This design comes from an exercise in tuning for small area and a short achievable clock period on the open sky130 flow, not from production work.
At most, simulation tests tie the RTL to the original design; equivalence was not proved.
The clock port is modelled as an ideal driver, which makes a skipped or thinned clock tree look cheaper than it is; a real chip needs a root buffer or a tree.
Power is estimated from default activity; no workload was simulated.

==> flow/design.v (excerpt) <==
module scoreboard_ctrl (
    input  logic                      clk,
    input  logic                      rst,
    input  sb_pkg::inst_t             inst,
    input  logic                      inst_valid,
    input  logic [sb_pkg::num_fu-1:0] fu_done,
    output logic                      issue_ack,
    output logic [sb_pkg::num_fu-1:0] ro_en,
    output sb_pkg::fu_op_t            ro_op,
    output sb_pkg::reg_idx_t          rs1_ctrl,
    output sb_pkg::reg_idx_t          rs2_ctrl,
    output logic                      reg_write,
    output sb_pkg::fu_id_t            wb_fu,
    output sb_pkg::reg_idx_t          rd_ctrl
);
==> flow/config.mk <==
export PLATFORM = sky130hd
export DESIGN_NAME = scoreboard_ctrl
export DESIGN_NICKNAME = scoreboard_ctrl
export VERILOG_FILES = /design/flow/design.v
export SDC_FILE = /design/flow/constraint.sdc
export NUM_CORES = 4
export LEC_CHECK = 0
export CAP_MARGIN = 20
export CORE_MARGIN = 2
export CORE_UTILIZATION = 70
export SETUP_SLACK_MARGIN = 1.5
export SLEW_MARGIN = 20
==> flow/constraint.sdc <==
create_clock -name core_clock -period 4.5 [get_ports {clk}]
set_input_delay 0.9000 -clock core_clock [delete_from_list [all_inputs] [get_ports {clk}]]
set_output_delay 0.9000 -clock core_clock [all_outputs]
set_load 0.01 [all_outputs]
standard.sh (not shown) runs the stock make flow with config.mk's settings and CLKGATE_MAP_FILE= SYNTH_SCRIPT=/design/flow/synth_recipe.tcl, a recipe that flattens the netlist after the stock synthesis.
==> flow/flow/run.sh <==
#!/bin/bash
# Standard ORFS layout with two changes: the port buffers are plain buffers
# instead of the delay cells buffer_ports picks on its own, and the clock tree
# uses smaller clock buffers and no dummy balancing loads.
set -euo pipefail
export BUFFER_PORTS_ARGS="-buffer_cell sky130_fd_sc_hd__buf_2"
export CTS_ARGS="-sink_clustering_enable -repair_clock_nets -dont_use_dummy_load -buf_list sky130_fd_sc_hd__clkbuf_8 -sink_clustering_size 30"
bash standard.sh > make.log 2>&1
The baseline finished with timing, DRC and antenna clean.
Rerun with:
--- a/flow/design.v
+++ b/flow/design.v
@@ -133,36 +133,38 @@
     always_comb begin
         for (int u = 1; u <= 4; u++) begin
             n_dst[u]  = has_d[u]  ? rd  : 5'd0;
             n_src1[u] = has_s1[u] ? rs1 : 5'd0;
             n_src2[u] = has_s2[u] ? rs2 : 5'd0;
         end
     end
-    logic       rd_nz, rs1_nz, rs2_nz;
-    assign rd_nz  = (rd  != 5'd0);
-    assign rs1_nz = (rs1 != 5'd0);
-    assign rs2_nz = (rs2 != 5'd0);
-    logic [4:1] rs1_hit, rs2_hit, rd_hit;    
-    logic [4:1] rd_s1, rd_s2;                
+    logic [4:1] dnz, bz, bzw;       
+    logic [4:1] m_rd, m_rs1, m_rs2;  
+    logic [4:1] rd_s1, rd_s2;        
+    logic       rd_nz;
+    assign rd_nz = (rd != 5'd0);
     always_comb begin
         for (int v = 1; v <= 4; v++) begin
-            rs1_hit[v] = rs1_nz && (rs1 == dst[v]);
-            rs2_hit[v] = rs2_nz && (rs2 == dst[v]);
-            rd_hit[v]  = rd_nz  && (rd  == dst[v]);
-            rd_s1[v]   = rd_nz  && (rd  == src1[v]);
-            rd_s2[v]   = rd_nz  && (rd  == src2[v]);
-        end
-    end
+            dnz[v]   = (dst[v] != 5'd0);
+            m_rd[v]  = (rd  == dst[v]);
+            m_rs1[v] = (rs1 == dst[v]);
+            m_rs2[v] = (rs2 == dst[v]);
+            rd_s1[v] = rd_nz && (rd == src1[v]);
+            rd_s2[v] = rd_nz && (rd == src2[v]);
+        end
+    end
+    assign bz  = busy & dnz;
+    assign bzw = bz & ~wbg;
     always_ff @(posedge clk) begin
         for (int u = 1; u <= 4; u++)
             for (int v = 1; v <= 4; v++)
                 if (u != v) begin
                     if (!busy[u]) begin
-                        eq1[u][v] <= has_s1[u] && rs1_hit[v];
-                        eq2[u][v] <= has_s2[u] && rs2_hit[v];
+                        eq1[u][v] <= has_s1[u] && dnz[v] && m_rs1[v];
+                        eq2[u][v] <= has_s2[u] && dnz[v] && m_rs2[v];
                     end else if (!busy[v]) begin
                         eq1[u][v] <= has_d[v] && rd_s1[u];
                         eq2[u][v] <= has_d[v] && rd_s2[u];
                     end
                 end
     end
     logic [4:1] wake1, wake2;
@@ -177,17 +179,17 @@
                 end
             wake1[u] = wake1[u] && pre[u];
             wake2[u] = wake2[u] && pre[u];
         end
     end
     logic       waw, pend1, pend2, dec_valid, issue_en;
     logic [4:1] issue;
-    assign waw   = |(busy & rd_hit);
-    assign pend1 = |(busy & ~wbg & rs1_hit);
-    assign pend2 = |(busy & ~wbg & rs2_hit);
+    assign waw   = |(bz  & m_rd);
+    assign pend1 = |(bzw & m_rs1);
+    assign pend2 = |(bzw & m_rs2);
     assign dec_valid = |val;
     always_comb begin
         for (int u = 1; u <= 4; u++)
             issue[u] = inst_valid && val[u] && !busy[u] && !(has_d[u] && waw);
     end
     assign issue_en = (inst_valid && !dec_valid) || (|issue);
     logic [4:1] busy_n, pre_n, rdy1_n, rdy2_n, done_n;
@@ -221,17 +223,28 @@
                 if (u != v && ((st1_n[u] && eq1[u][v]) || (st2_n[u] && eq2[u][v])))
                     war_n[v] = 1'b1;
         end
     end
     assign wbr_n = busy & done_n & ~war_n;
     assign wbg_n = {wbr_n[4] & ~|wbr_n[3:1], wbr_n[3] & ~|wbr_n[2:1], wbr_n[2] & ~wbr_n[1], wbr_n[1]};
     assign rd_n  = wbr_n[1] ? dst[1] : wbr_n[2] ? dst[2] : wbr_n[3] ? dst[3] : dst[4];
-    logic [4:1] rq_n, rog_n;
-    assign rq_n  = rdy1_n & rdy2_n;
-    assign rog_n = {rq_n[4] & ~|rq_n[3:1], rq_n[3] & ~|rq_n[2:1], rq_n[2] & ~rq_n[1], rq_n[1]};
+    logic [4:1] st_rq, iv, go, rog_n;
+    logic [4:1] st_low, iv_low;
+    always_comb begin
+        for (int u = 1; u <= 4; u++) begin
+            st_rq[u] = busy[u] && rdy1_n[u] && rdy2_n[u];
+            iv[u]    = inst_valid && val[u] && !busy[u];
+            go[u]    = !((has_d[u] && waw) || (has_s1[u] && pend1) || (has_s2[u] && pend2));
+        end
+        st_low = {|st_rq[3:1], |st_rq[2:1], st_rq[1], 1'b0};
+        iv_low = {|(iv[3:1] & go[3:1]), |(iv[2:1] & go[2:1]), iv[1] & go[1], 1'b0};
+        for (int u = 1; u <= 4; u++)
+            rog_n[u] = busy[u] ? (st_rq[u] && !st_low[u] && !iv_low[u])
+                               : (iv[u] && go[u] && !st_low[u]);
+    end
     always_ff @(posedge clk or posedge rst) begin
         if (rst) begin
             busy      <= '0;
             rdy1      <= '0;
             rdy2      <= '0;
             rog       <= '0;
             wbg       <= '0;
Outcome:
- global-route usage increases by 1.3 points
- clock power is about the same
- synthesized area barely changes
- via count increases by a few percent
- clock-buffer cell count does not change
- register-to-register slack loses 0.22 ns
- final area increases by a few percent
Function was not checked in any run of this note: the RTL went through the layout flow alone.

* * *

Another version of the RTL of scoreboard_ctrl (not shown whole).
Size: ~120 flip-flops, ~6600 sq um of cells after synthesis.
export LEC_CHECK = 0
export CAP_MARGIN = 20
export CORE_MARGIN = 2
export CORE_UTILIZATION = 70
export SETUP_SLACK_MARGIN = 2.0
export SLEW_MARGIN = 20
create_clock -name core_clock -period 4.5 [get_ports {clk}]
==> flow/flow/run.sh <==
#!/bin/bash
# Standard ORFS layout with these changes:
#  - the port buffers are plain buffers instead of the delay cells
#    buffer_ports picks on its own;
#  - the clock tree is a balanced two-level tree built by flow/manual_cts.tcl
#    (one root buffer, one leaf buffer per group of nearby flops), in place of
#    TritonCTS's H-tree; the rest of the CTS step (legalisation, timing
#    repair) runs unchanged.
set -euo pipefail
here=$(pwd)
export BUFFER_PORTS_ARGS="-buffer_cell sky130_fd_sc_hd__buf_2"
export PRE_CTS_TCL="$here/flow/manual_cts.tcl"
export MCTS_CLK=clk
export MCTS_ROOT=sky130_fd_sc_hd__clkbuf_8
export MCTS_LEAF=sky130_fd_sc_hd__clkbuf_8
export MCTS_NLEAF=8
bash standard.sh > make.log 2>&1
Other scripts of this flow, unchanged in this note and not shown: flow/flow/manual_cts.tcl
Next try:
--- a/flow/design.v
+++ b/flow/design.v
@@ -126,33 +126,38 @@
     assign has_d  = {1'b1, 1'b1, !inst[5], 1'b1};
     assign has_s1 = {1'b1, 1'b1, 1'b1, !inst[2]};
     assign has_s2 = {1'b1, 1'b1, inst[5], inst[5] && !inst[2]};
     always_comb begin
         for (int u = 1; u <= 4; u++) begin
             n_dst[u]  = has_d[u]  ? rd  : 5'd0;
             n_src1[u] = has_s1[u] ? rs1 : 5'd0;
             n_src2[u] = has_s2[u] ? rs2 : 5'd0;
         end
     end
     logic [4:1] wake1, wake2;
-    logic       rd_nz, rs1_nz, rs2_nz;
-    assign rd_nz  = (rd  != 5'd0);
-    assign rs1_nz = (rs1 != 5'd0);
-    assign rs2_nz = (rs2 != 5'd0);
+    logic       rd_nz;
+    assign rd_nz = (rd != 5'd0);
+    logic [4:1] bz, bzw;
+    always_comb begin
+        for (int v = 1; v <= 4; v++) begin
+            bz[v]  = busy[v] && (dst[v] != 5'd0);
+            bzw[v] = bz[v] && !wbg[v];
+        end
+    end
     logic [4:1] rs1_hit, rs2_hit, rd_hit;    
     logic [4:1] rd_s1, rd_s2;                
     always_comb begin
         for (int v = 1; v <= 4; v++) begin
-            rs1_hit[v] = rs1_nz && (rs1 == dst[v]);
-            rs2_hit[v] = rs2_nz && (rs2 == dst[v]);
-            rd_hit[v]  = rd_nz  && (rd  == dst[v]);
+            rs1_hit[v] = bzw[v] && (rs1 == dst[v]);
+            rs2_hit[v] = bzw[v] && (rs2 == dst[v]);
+            rd_hit[v]  = bz[v]  && (rd  == dst[v]);
             rd_s1[v]   = rd_nz  && (rd  == src1[v]);
             rd_s2[v]   = rd_nz  && (rd  == src2[v]);
         end
     end
     logic [4:1] rog;
     logic [4:1][4:1] war;
     always_ff @(posedge clk) begin
         for (int v = 1; v <= 4; v++)
             for (int u = 1; u <= 4; u++)
                 if (u != v) begin
                     if (!busy[v])
@@ -170,35 +175,34 @@
         end
         for (int v = 1; v <= 4; v++) begin
             war_n[v] = 1'b0;
             for (int u = 1; u <= 4; u++)
                 if (u != v && war[v][u] && !rog[u])
                     war_n[v] = 1'b1;
         end
     end
     assign wb_req_n = done_n & ~war_n;
     assign wbg_n = {wb_req_n[4] & ~|wb_req_n[3:1], wb_req_n[3] & ~|wb_req_n[2:1],
                     wb_req_n[2] & ~wb_req_n[1], wb_req_n[1]};
-    assign rd_n  = ({5{wbg_n[1]}} & dst[1]) | ({5{wbg_n[2]}} & dst[2]) |
-                   ({5{wbg_n[3]}} & dst[3]) | ({5{wbg_n[4]}} & dst[4]);
+    assign rd_n  = wb_req_n[1] ? dst[1] : wb_req_n[2] ? dst[2] : wb_req_n[3] ? dst[3] : dst[4];
     logic [4:0] rd_q;
     always_ff @(posedge clk or posedge rst) begin
         if (rst) wbg <= '0;
         else     wbg <= wbg_n;
     end
     always_ff @(posedge clk) rd_q <= rd_n;
     logic       waw, pend1, pend2, dec_valid, issue_en;
     logic [4:1] issue;
-    assign waw   = |(busy & rd_hit);
-    assign pend1 = |(busy & ~wbg & rs1_hit);
-    assign pend2 = |(busy & ~wbg & rs2_hit);
+    assign waw   = |rd_hit;
+    assign pend1 = |rs1_hit;
+    assign pend2 = |rs2_hit;
     assign dec_valid = |val;
     always_comb begin
         for (int u = 1; u <= 4; u++)
             issue[u] = inst_valid && val[u] && !busy[u] && !(has_d[u] && waw);
     end
     assign issue_en = (inst_valid && !dec_valid) || (|issue);
     always_comb begin
         for (int u = 1; u <= 4; u++) begin
             wake1[u] = pre[u] && (|wbg) && (rd_q == src1[u]);
             wake2[u] = pre[u] && (|wbg) && (rd_q == src2[u]);
         end
What happened:
- final area rises by 2.7%
- worst setup slack degrades by 0.035 ns
- via count rises by 9.0%
- synthesized area came out lower by 0.30%
- first-iteration DRC count climbs by 22%
- routed wire length grows by 8.6%
- die area hardly moves
- register-to-register slack degrades by 0.06 ns
- final cell count grows by 2.7%
- synthesized cell count climbs by 3.8%
- sequential power decreases by 40%
- utilization goes up by 2.5 points
Function not checked in the second run of this note: the RTL went through the layout flow alone. No run of this note takes its clock network from TritonCTS; it comes from the design's own scripts or RTL.

==> re-timing with driven ports <==
In the flow no input, the clock included, has a driving cell. The finished layouts below were timed again as built, in two steps. Step 1 assumes that a clkbuf_16 drives the clock port and a buf_2 every other input. Step 2 moves the port delays by t, midway between the first and last clock arrival at a register: inputs arrive t later, outputs are due t later. That takes back most of the time a late clock gives input paths. a / b / c = ideal ports / drivers / drivers and shift; a / b = the first two.
run	t (ns)	slack for setup (ns)	worst slew at a driven data input, ns
the first run of note 1	0.471	1.683 / 1.697 / 1.226	0.03
the second run of note 1	0.472	1.518 / 1.518 / 1.131	0.04
the first run of note 2	0.421	2.049 / 2.019 / 1.624	0.05
the second run of note 2	0.440	2.014 / 1.981 / 1.632	0.04
After both steps every run listed still meets setup and hold. The setup slack of the first run of note 1, which loses most, moves by +0.014 ns with the drivers and by -0.457 ns with both steps.
